This design comes from an exercise in tuning for small area on the open sky130 flow, not from production work. The RTL was checked by simulation tests, not by an equivalence proof against the original design. The flow treats the clock pin as an ideal source. Dropping or thinning the clock tree relies on that and would not hold on a real chip.

==> garnet <==
## program_loader_top
module program_loader_top (
   input  logic        clk,
   input  logic        reset,
   input  logic        rx,
   output logic        in_execution,
   output logic        instr_valid,
   output logic        program_done,
   output logic [7:0]  instr_pc,
   output logic [31:0] instr_data
);
   logic                   byte_valid;
   loader_pkg::byte_t      rx_byte;
   logic                   in_stop;
   loader_pkg::word_addr_t word_count;
   loader_pkg::word_addr_t phase;
   logic [TAP_POINTS-1:0]  tap_hot;
   logic [TAP_SPACING-1:0] fine_hot;
   logic [INS_POINTS*4-1:0] ins_enable;
   loader_pkg::byte_t      ins_byte;
   uart_rx uart_rx_inst (
      .clk        (clk),
      .reset      (reset),
      .rx         (rx),
      .byte_valid (byte_valid),
      .rx_byte    (rx_byte),
      .in_stop    (in_stop)
   );
   instruction_loader instruction_loader_inst (
      .clk          (clk),
      .reset        (reset),
      .byte_valid   (byte_valid),
      .rx_byte      (rx_byte),
      .phase        (phase),
      .in_execution (in_execution),
      .word_count   (word_count),
      .ins_enable   (ins_enable),
      .ins_byte     (ins_byte)
   );
   instruction_memory instruction_memory_inst (
      .clk        (clk),
      .ins_enable (ins_enable),
      .ins_byte   (ins_byte),
      .tap_hot    (tap_hot),
      .fine_hot   (fine_hot),
      .read_data  (instr_data)
   );
   instruction_fetch instruction_fetch_inst (
      .clk          (clk),
      .reset        (reset),
      .in_execution (in_execution),
      .in_stop      (in_stop),
      .byte_valid   (byte_valid),
      .word_count   (word_count),
      .phase        (phase),
      .tap_hot      (tap_hot),
      .fine_hot     (fine_hot),
      .instr_valid  (instr_valid),
      .program_done (program_done),
      .instr_pc     (instr_pc)
   );
endmodule
clock: 8.0 ns
lec_check: 0
cap_margin: 20
core_margin: 2
core_utilization: 60
cts_cluster_diameter: 100
cts_cluster_size: 32
place_density: 0.7
slew_margin: 20
synth_hierarchical: 1
synth_memory_max_bits: 65536
standard.sh (not shown) runs the stock make flow with config.mk's settings and CLKGATE_MAP_FILE= SYNTH_SCRIPT=/design/flow/synth_recipe.tcl, a recipe that flattens the netlist after the stock synthesis.
==> flow/flow/run.sh <==
#!/bin/bash
# The standard layout with three changes to how it is made:
#  - clock tree synthesis without dummy loads, with leaf clusters of up to
#    32 sinks within 100 um;
#  - after it, the tree's leaf buffers and the buffers driving them become
#    inverters, two per clock path (flow/invtree.tcl, run as the CTS step's
#    POST_CTS_TCL hook), the slowest of them sized up to inv_16;
#  - the port buffers that placement adds are buf_1 cells.
# Each step's full output goes to a log file of its own in this folder.
set -euo pipefail

HERE=$(pwd)
CTS="-sink_clustering_enable -repair_clock_nets -sink_clustering_size 32 -sink_clustering_max_diameter 100 -dont_use_dummy_load"
PORTS="-buffer_cell sky130_fd_sc_hd__buf_1"

bash standard.sh synth > synth.log 2>&1
bash standard.sh "CTS_ARGS=$CTS" "BUFFER_PORTS_ARGS=$PORTS" "POST_CTS_TCL=$HERE/flow/invtree.tcl" finish > layout.log 2>&1
test -f out/final.def
==> flow/flow/invtree.tcl <==
# Run by the CTS step after its own repair (POST_CTS_TCL). The clock tree's
# leaf buffers (those driving flip-flops) and the buffers one level above
# them (those driving only leaf buffers) are replaced by inverters: inv_12
# is smaller than clkbuf_16 and drives a leaf cluster with a sharper edge.
# The slowest of them are then sized up to inv_16 (see the end).
# Every flip-flop's clock then passes exactly two inverters more than
# before, so its polarity is unchanged. If any leaf is not driven by such a
# buffer, the tree is left as it is.
proc is_clkbuf {inst} {
  string match sky130_fd_sc_hd__clkbuf_* [get_property $inst ref_name]
}
proc loads_of {inst} {
  set op [get_pins -of_objects $inst -filter "direction==output"]
  set net [get_nets -of_objects $op]
  return [get_cells -of_objects [get_pins -of_objects $net -filter "direction==input"]]
}
proc driver_of {inst} {
  set ip [get_pins -of_objects $inst -filter "direction==input"]
  return [get_cells -of_objects [get_pins -of_objects [get_nets -of_objects $ip] -filter "direction==output"]]
}

set leaves {}
set others {}
foreach inst [get_cells -hierarchical *] {
  if {![is_clkbuf $inst]} continue
  set allbuf 1
  foreach c [loads_of $inst] { if {![is_clkbuf $c]} { set allbuf 0; break } }
  if {$allbuf} { lappend others $inst } else { lappend leaves $inst }
}
set is_leaf [dict create]
foreach l $leaves { dict set is_leaf [get_full_name $l] 1 }
set pre {}
set is_pre [dict create]
foreach inst $others {
  set allleaf 1
  foreach c [loads_of $inst] { if {![dict exists $is_leaf [get_full_name $c]]} { set allleaf 0; break } }
  if {$allleaf} { lappend pre $inst; dict set is_pre [get_full_name $inst] 1 }
}
set bad 0
foreach l $leaves {
  set d [driver_of $l]
  if {$d eq "" || ![dict exists $is_pre [get_full_name $d]]} { incr bad }
  foreach c [loads_of $l] { if {[is_clkbuf $c]} { incr bad } }
}
puts "invtree: [llength $leaves] leaf and [llength $pre] pre-leaf buffers, $bad misfits"

proc to_inverter {inst cell} {
  set block [ord::get_db_block]
  set master [[ord::get_db] findMaster $cell]
  set old [$block findInst [get_full_name $inst]]
  set name [$old getName]
  set in [[$old findITerm A] getNet]
  set out [[$old findITerm X] getNet]
  set loc [$old getLocation]
  odb::dbInst_destroy $old
  set new [odb::dbInst_create $block $master $name]
  $new setLocation [lindex $loc 0] [lindex $loc 1]
  $new setPlacementStatus PLACED
  [$new findITerm A] connect $in
  [$new findITerm Y] connect $out
}

if {$bad == 0 && [llength $leaves] > 0} {
  foreach l $leaves { to_inverter $l sky130_fd_sc_hd__inv_12 }
  foreach p $pre { to_inverter $p sky130_fd_sc_hd__inv_12 }
  global_connect
  detailed_placement
  check_placement -verbose
  puts "invtree: replaced by inverters"
} else {
  puts "invtree: tree left unchanged"
}

proc pin_slew {pin} {
  set w 0
  foreach e {rise fall} { set s [get_property $pin slew_max_$e]; if {$s > $w} { set w $s } }
  return $w
}
proc worst_load_slew {inst} {
  set op [get_pins -of_objects $inst -filter "direction==output"]
  set net [get_nets -of_objects $op]
  set w 0
  foreach p [get_pins -of_objects $net -filter "direction==input"] { set s [pin_slew $p]; if {$s > $w} { set w $s } }
  return $w
}
if {$bad == 0 && [llength $leaves] > 0} {
  set block [ord::get_db_block]
  estimate_parasitics -placement
  set np 0
  foreach p $pre {
    set i [get_cells [get_full_name $p]]
    if {[worst_load_slew $i] > 0.30} { replace_cell $i sky130_fd_sc_hd__inv_16; incr np }
  }
  estimate_parasitics -placement
  set nl 0
  foreach l $leaves {
    set i [get_cells [get_full_name $l]]
    if {[worst_load_slew $i] > 0.115} { replace_cell $i sky130_fd_sc_hd__inv_16; incr nl }
  }
  detailed_placement
  estimate_parasitics -placement
  set w 0
  foreach l $leaves { set s [worst_load_slew [get_cells [get_full_name $l]]]; if {$s > $w} { set w $s } }
  puts "invtree: sized up $np pre-leaf and $nl leaf inverters; worst clock pin slew $w"
}
==> raven (differences from garnet) <==
==> flow/run.sh (new file) <==
#!/bin/bash
# synth_recipe.tcl (not shown) runs the flow's synth.tcl, then flattens the netlist and writes it again
# the make line also repeats each setting of config.mk as NAME=value (left out here)
make -C /OpenROAD-flow-scripts/flow DESIGN_CONFIG=/design/flow/config.mk WORK_HOME=/design/flow/orfs CLKGATE_MAP_FILE= SYNTH_SCRIPT=/design/flow/synth_recipe.tcl finish
--- a/flow/config.mk
+++ b/flow/config.mk
@@ -11,3 +11,3 @@
 export CTS_CLUSTER_DIAMETER = 100
-export CTS_CLUSTER_SIZE = 32
+export CTS_CLUSTER_SIZE = 30
 export PLACE_DENSITY = 0.7
removed: flow/flow/run.sh
removed: flow/flow/invtree.tcl
removed: flow/standard.sh
==> flow_summary.yaml <==
outcome:
  outcome: "no timing/DRC/antenna violations"
power_and_ir_drop:
  peakVddDrop_mv: 0.258
  p_int_mw: 44.2
min_path:
  min_to: "instruction_memory_inst.ring[4977]"
timing:
  maxSlewHeadroom: 0.122
(the above is from garnet)
==> flow_summary.yaml <==
outcome:
  outcome: "no timing/DRC/antenna violations"
cells_and_area:
  top_register: "instruction_memory_inst.ring"
  inv_count: 38
place:
  dpl_cell_area_um2: 184000
min_path:
  min_to: "instruction_memory_inst.ring[5918]"
timing:
  hold_viol: 0
  maxSlewHeadroom: 0.267
power_and_ir_drop:
  p_int_mw: 49.7
  peakVddDrop_mv: 0.225
worst_setup_path:
  rr_startpoint: "instruction_loader_inst.word_count[0]"
(the above is from raven)
The clock cells of garnet come from the design's own scripts or RTL, not from TritonCTS.

[re-timing with driven ports]
No port has a modelled driver above. Below, the same layouts with a new extraction and two added sets of constraints. Step 1, drivers: a clkbuf_16 drives clk and a buf_2 each remaining input, both assumed. Step 2 also shifts input and output timing later by t, the mid clock arrival at the registers, as if the neighbouring blocks saw the same clock. Slacks: ideal / step 1 / step 2; pairs: ideal / step 1.
run | t, ns | setup WS [ns] | worst setup path at the end | clock arrival spread, ns
garnet | 1.038 | 1.217 / 1.128 / 2.166 | register to output | 0.181 / 0.181
raven | 1.030 | 1.069 / 0.971 / 2.001 | register to output | 0.075 / 0.075
After both steps every run listed still meets setup and hold.
